Background: an optimization exercise with open tools, aiming at small area and a short achievable clock period. Do not read the settings as production practice.
In this exercise RTL edits were held to simulation tests only and were not proved equivalent to the original.

Setup of v26:
Design uart_dbg_top, start of the top module:
module uart_dbg_top (
  input  logic clk,
  input  logic arst_n_i,
  input  logic uart_rx_i,
  output logic uart_tx_o,
  output logic rx_overrun_o
);
  uart_pkg::byte_t     rx_data;
  logic                rx_valid;
  uart_pkg::byte_t     rx_head;
  logic                rx_ack, rx_cmd, rx_wr;
  logic                rx_pop;
  logic                rx_full;
  logic                rx_empty;
  uart_pkg::byte_t     tx_data;
  logic                tx_push;
  logic                tx_full;
  logic                tx_empty;
  uart_pkg::byte_t     tx_head;
  logic                tx_pop;
  logic                mem_wr;
  logic                mem_adv;
  dbg_pkg::mem_addr_t  mem_addr;
  uart_pkg::byte_t     mem_wdata;
  uart_pkg::byte_t     mem_rdata;
  uart_rx u_uart_rx (
    .clk        (clk),
    .arst_n_i   (arst_n_i),
    .uart_rx_i  (uart_rx_i),
    .rx_data_o  (rx_data),
    .rx_valid_o (rx_valid)
  );
  rx_fifo u_rx_fifo (
    .clk        (clk),
    .arst_n_i   (arst_n_i),
    .push_i     (rx_valid),
    .data_i     (rx_data),
    .pop_i      (rx_pop),
    .head_o     (rx_head),
    .head_ack_o (rx_ack),
    .head_cmd_o (rx_cmd),
    .head_wr_o  (rx_wr),
    .full_o     (rx_full),
    .empty_o    (rx_empty)
  );
  always_ff @(posedge clk or negedge arst_n_i) begin
    if (!arst_n_i) begin
      rx_overrun_o <= 1'b0;
    end else if (rx_valid && rx_full) begin
      rx_overrun_o <= 1'b1;
    end
  end
  dbg_engine u_dbg_engine (
    .clk         (clk),
    .arst_n_i    (arst_n_i),
    .rx_data_i   (rx_head),
    .rx_ack_i    (rx_ack),
    .rx_cmd_i    (rx_cmd),
    .rx_wr_i     (rx_wr),
    .rx_empty_i  (rx_empty),
    .rx_pop_o    (rx_pop),
    .tx_data_o   (tx_data),
    .tx_push_o   (tx_push),
    .tx_full_i   (tx_full),
    .mem_wr_o    (mem_wr),
    .mem_adv_o   (mem_adv),
    .mem_addr_o  (mem_addr),
    .mem_wdata_o (mem_wdata),
    .mem_rdata_i (mem_rdata)
  );
  dbg_mem u_dbg_mem (
  ...
For scale: roughly 5 I/O pins, roughly 0.068 mm^2 of cells after synthesis.
==> module rx_fifo, before the edit <==
module rx_fifo (
  input  logic            clk,
  input  logic            arst_n_i,
  input  logic            push_i,
  input  uart_pkg::byte_t data_i,
  input  logic            pop_i,
  output uart_pkg::byte_t head_o,
  output logic            head_ack_o,    
  output logic            head_cmd_o,    
  output logic            head_wr_o,     
  output logic            full_o,
  output logic            empty_o
);
  localparam int NSLOT = 16 - 2;
  uart_pkg::byte_t slot_q [NSLOT];
  uart_pkg::byte_t head_q;
  uart_pkg::byte_t nxt_q;
  logic            hack_q, hcmd_q, hwr_q;
  logic [3:0]      wptr_q, rptr_q;
  logic [4:0]      count_q;
  logic            empty_q, full_q, one_q, two_q;
  assign head_o     = head_q;
  assign head_ack_o = hack_q;
  assign head_cmd_o = hcmd_q;
  assign head_wr_o  = hwr_q;
  assign full_o     = full_q;
  assign empty_o    = empty_q;
  logic do_push, do_pop;
  assign do_push = push_i && !full_q;
  assign do_pop  = pop_i && !empty_q;
  logic [2:0] dec_in, dec_nxt;
  assign dec_in  = {data_i == dbg_pkg::CODE_ACK,
                    data_i == dbg_pkg::CMD_READ || data_i == dbg_pkg::CMD_WRITE,
                    data_i == dbg_pkg::CMD_WRITE};
  assign dec_nxt = {nxt_q == dbg_pkg::CODE_ACK,
                    nxt_q == dbg_pkg::CMD_READ || nxt_q == dbg_pkg::CMD_WRITE,
                    nxt_q == dbg_pkg::CMD_WRITE};
  always_ff @(posedge clk) begin
    if (do_pop || (empty_q && do_push)) begin
      if (empty_q || one_q) begin
        head_q                  <= data_i;
        {hack_q, hcmd_q, hwr_q} <= dec_in;
      end else begin
        head_q                  <= nxt_q;
        {hack_q, hcmd_q, hwr_q} <= dec_nxt;
      end
    end
  end
  always_ff @(posedge clk) begin
    if ((do_pop && !one_q) || (one_q && do_push)) begin
      nxt_q <= (one_q || two_q) ? data_i : slot_q[rptr_q];
    end
  end
  always_ff @(posedge clk) begin
    if (!full_q) begin
      slot_q[wptr_q] <= data_i;
    end
  end
  logic to_slot, from_slot;
  assign to_slot   = do_push && !empty_q && !one_q && !(two_q && do_pop);
  assign from_slot = do_pop && !one_q && !two_q;
  always_ff @(posedge clk or negedge arst_n_i) begin
    if (!arst_n_i) begin
      wptr_q  <= '0;
      rptr_q  <= '0;
      count_q <= '0;
      empty_q <= 1'b1;
      full_q  <= 1'b0;
      one_q   <= 1'b0;
      two_q   <= 1'b0;
    end else begin
      if (to_slot) begin
        wptr_q <= (wptr_q == 4'(NSLOT - 1)) ? '0 : wptr_q + 1'b1;
      end
      if (from_slot) begin
        rptr_q <= (rptr_q == 4'(NSLOT - 1)) ? '0 : rptr_q + 1'b1;
      end
      if (do_push && !do_pop) begin
        count_q <= count_q + 1'b1;
        empty_q <= 1'b0;
        one_q   <= empty_q;
        two_q   <= one_q;
        full_q  <= (count_q == 5'(16 - 1));
      end else if (do_pop && !do_push) begin
        count_q <= count_q - 1'b1;
        empty_q <= one_q;
        one_q   <= two_q;
        two_q   <= (count_q == 5'd3);
        full_q  <= 1'b0;
      end
    end
  end
endmodule
==> module byte_fifo, before the edit <==
module byte_fifo #(
  parameter int DEPTH = 16
) (
  input  logic            clk,
  input  logic            arst_n_i,
  input  logic            push_i,
  input  uart_pkg::byte_t data_i,
  input  logic            pop_i,
  output uart_pkg::byte_t data_o,
  output logic            full_o,
  output logic            empty_o
);
  localparam int PTR_W = $clog2(DEPTH);
  localparam int CNT_W = $clog2(DEPTH + 1);
  uart_pkg::byte_t  mem_q [DEPTH];
  logic [PTR_W-1:0] wptr_q;
  logic [PTR_W-1:0] rptr_q;
  logic [CNT_W-1:0] count_q;
  logic             empty_q, full_q;
  logic             do_push;
  logic             do_pop;
  assign full_o  = full_q;
  assign empty_o = empty_q;
  assign do_push = push_i && !full_q;
  assign do_pop  = pop_i && !empty_q;
  assign data_o  = mem_q[rptr_q];
  always_ff @(posedge clk or negedge arst_n_i) begin
    if (!arst_n_i) begin
      wptr_q  <= '0;
      rptr_q  <= '0;
      count_q <= '0;
      empty_q <= 1'b1;
      full_q  <= 1'b0;
    end else begin
      if (do_push) begin
        wptr_q <= wptr_q + 1'b1;
      end
      if (do_pop) begin
        rptr_q <= rptr_q + 1'b1;
      end
      if (do_push && !do_pop) begin
        count_q <= count_q + 1'b1;
        empty_q <= 1'b0;
        full_q  <= (count_q == CNT_W'(DEPTH - 1));
      end else if (do_pop && !do_push) begin
        count_q <= count_q - 1'b1;
        empty_q <= (count_q == CNT_W'(1));
        full_q  <= 1'b0;
      end
    end
  end
  always_ff @(posedge clk) begin
    if (!full_q) begin
      mem_q[wptr_q] <= data_i;
    end
  end
endmodule
clock: 5.0 ns
lec_check: 0
abc_clock_period_in_ps: 2000
cap_margin: 20
core_margin: 2
core_utilization: 40
cts_buf_list: sky130_fd_sc_hd__clkbuf_16
cts_cluster_diameter: 60
cts_cluster_size: 24
setup_slack_margin: 2.8
slew_margin: 20
run.sh (not shown) runs the stock make flow with config.mk's settings and CLKGATE_MAP_FILE= SYNTH_SCRIPT=/design/flow/synth_recipe.tcl, a recipe that flattens the netlist after the stock synthesis.
The flow did not stop early for v26: all stages ran, and the layout cleared the timing, DRC and antenna checks.
Here is what was changed in the inputs of v18 compared with v26.
--- a/flow/design.v
+++ b/flow/design.v
@@ -128,7 +128,6 @@
   uart_pkg::byte_t nxt_q;
   logic            hack_q, hcmd_q, hwr_q;
   logic [3:0]      wptr_q, rptr_q;
-  logic [4:0]      count_q;
   logic            empty_q, full_q, one_q, two_q;
   assign head_o     = head_q;
   assign head_ack_o = hack_q;
@@ -170,33 +169,33 @@
   logic to_slot, from_slot;
   assign to_slot   = do_push && !empty_q && !one_q && !(two_q && do_pop);
   assign from_slot = do_pop && !one_q && !two_q;
+  logic [3:0] wptr_inc, rptr_inc;
+  assign wptr_inc = (wptr_q == 4'(NSLOT - 1)) ? '0 : wptr_q + 1'b1;
+  assign rptr_inc = (rptr_q == 4'(NSLOT - 1)) ? '0 : rptr_q + 1'b1;
   always_ff @(posedge clk or negedge arst_n_i) begin
     if (!arst_n_i) begin
       wptr_q  <= '0;
       rptr_q  <= '0;
-      count_q <= '0;
       empty_q <= 1'b1;
       full_q  <= 1'b0;
       one_q   <= 1'b0;
       two_q   <= 1'b0;
     end else begin
       if (to_slot) begin
-        wptr_q <= (wptr_q == 4'(NSLOT - 1)) ? '0 : wptr_q + 1'b1;
+        wptr_q <= wptr_inc;
       end
       if (from_slot) begin
-        rptr_q <= (rptr_q == 4'(NSLOT - 1)) ? '0 : rptr_q + 1'b1;
+        rptr_q <= rptr_inc;
       end
       if (do_push && !do_pop) begin
-        count_q <= count_q + 1'b1;
         empty_q <= 1'b0;
         one_q   <= empty_q;
         two_q   <= one_q;
-        full_q  <= (count_q == 5'(16 - 1));
+        full_q  <= !empty_q && !one_q && (wptr_inc == rptr_q);
       end else if (do_pop && !do_push) begin
-        count_q <= count_q - 1'b1;
         empty_q <= one_q;
         one_q   <= two_q;
-        two_q   <= (count_q == 5'd3);
+        two_q   <= !empty_q && !one_q && !two_q && (rptr_inc == wptr_q);
         full_q  <= 1'b0;
       end
     end
@@ -215,11 +214,9 @@
   output logic            empty_o
 );
   localparam int PTR_W = $clog2(DEPTH);
-  localparam int CNT_W = $clog2(DEPTH + 1);
   uart_pkg::byte_t  mem_q [DEPTH];
   logic [PTR_W-1:0] wptr_q;
   logic [PTR_W-1:0] rptr_q;
-  logic [CNT_W-1:0] count_q;
   logic             empty_q, full_q;
   logic             do_push;
   logic             do_pop;
@@ -232,7 +229,6 @@
     if (!arst_n_i) begin
       wptr_q  <= '0;
       rptr_q  <= '0;
-      count_q <= '0;
       empty_q <= 1'b1;
       full_q  <= 1'b0;
     end else begin
@@ -243,12 +239,10 @@
         rptr_q <= rptr_q + 1'b1;
       end
       if (do_push && !do_pop) begin
-        count_q <= count_q + 1'b1;
         empty_q <= 1'b0;
-        full_q  <= (count_q == CNT_W'(DEPTH - 1));
+        full_q  <= (PTR_W'(wptr_q + 1'b1) == rptr_q);
       end else if (do_pop && !do_push) begin
-        count_q <= count_q - 1'b1;
-        empty_q <= (count_q == CNT_W'(1));
+        empty_q <= (PTR_W'(rptr_q + 1'b1) == wptr_q);
         full_q  <= 1'b0;
       end
     end
Notes after the runs:
v18 vs. v26: post-CTS resize count rose by 40, worst hold slack decreased by 0.0070 ns relative to the old numbers. Summary — core utilization, v18 relative to v26: higher, by 0.27 points. Fraction of layout instances using a drive strength above 1 delta (v18 -> v26): insignificant. Diff v26 -> v18: simple-gate share of the synthesized area held, flip-flop and latch area decreased by 230 um^2 relative to the old numbers, non-clock buffer count saw a decrease.

==> afterwards: timing with drivers on the ports <==
Ports are ideal in the flow. The routed layouts listed here were re-timed in OpenROAD.
Step 1, drivers: a clkbuf_16 drives clk and a buf_2 each remaining input, both assumed.
Step 2 times the ports against the registers' clock, not the clock port: input delays grow and output delays shrink by t, the midpoint of the rising clock arrivals with the driver on.
a / b / c = ideal / step 1 / step 2; a / b = the first two.
run	shift t [ns]	setup WS [ns]	hold WS [ns]
v26	0.863	2.639 / 2.556 / 2.644	0.295 / 0.295 / 0.295
v18	0.846	2.680 / 2.607 / 2.752	0.288 / 0.286 / 0.288
After both steps every run listed still meets setup and hold. Setup slack includes reset recovery checks.
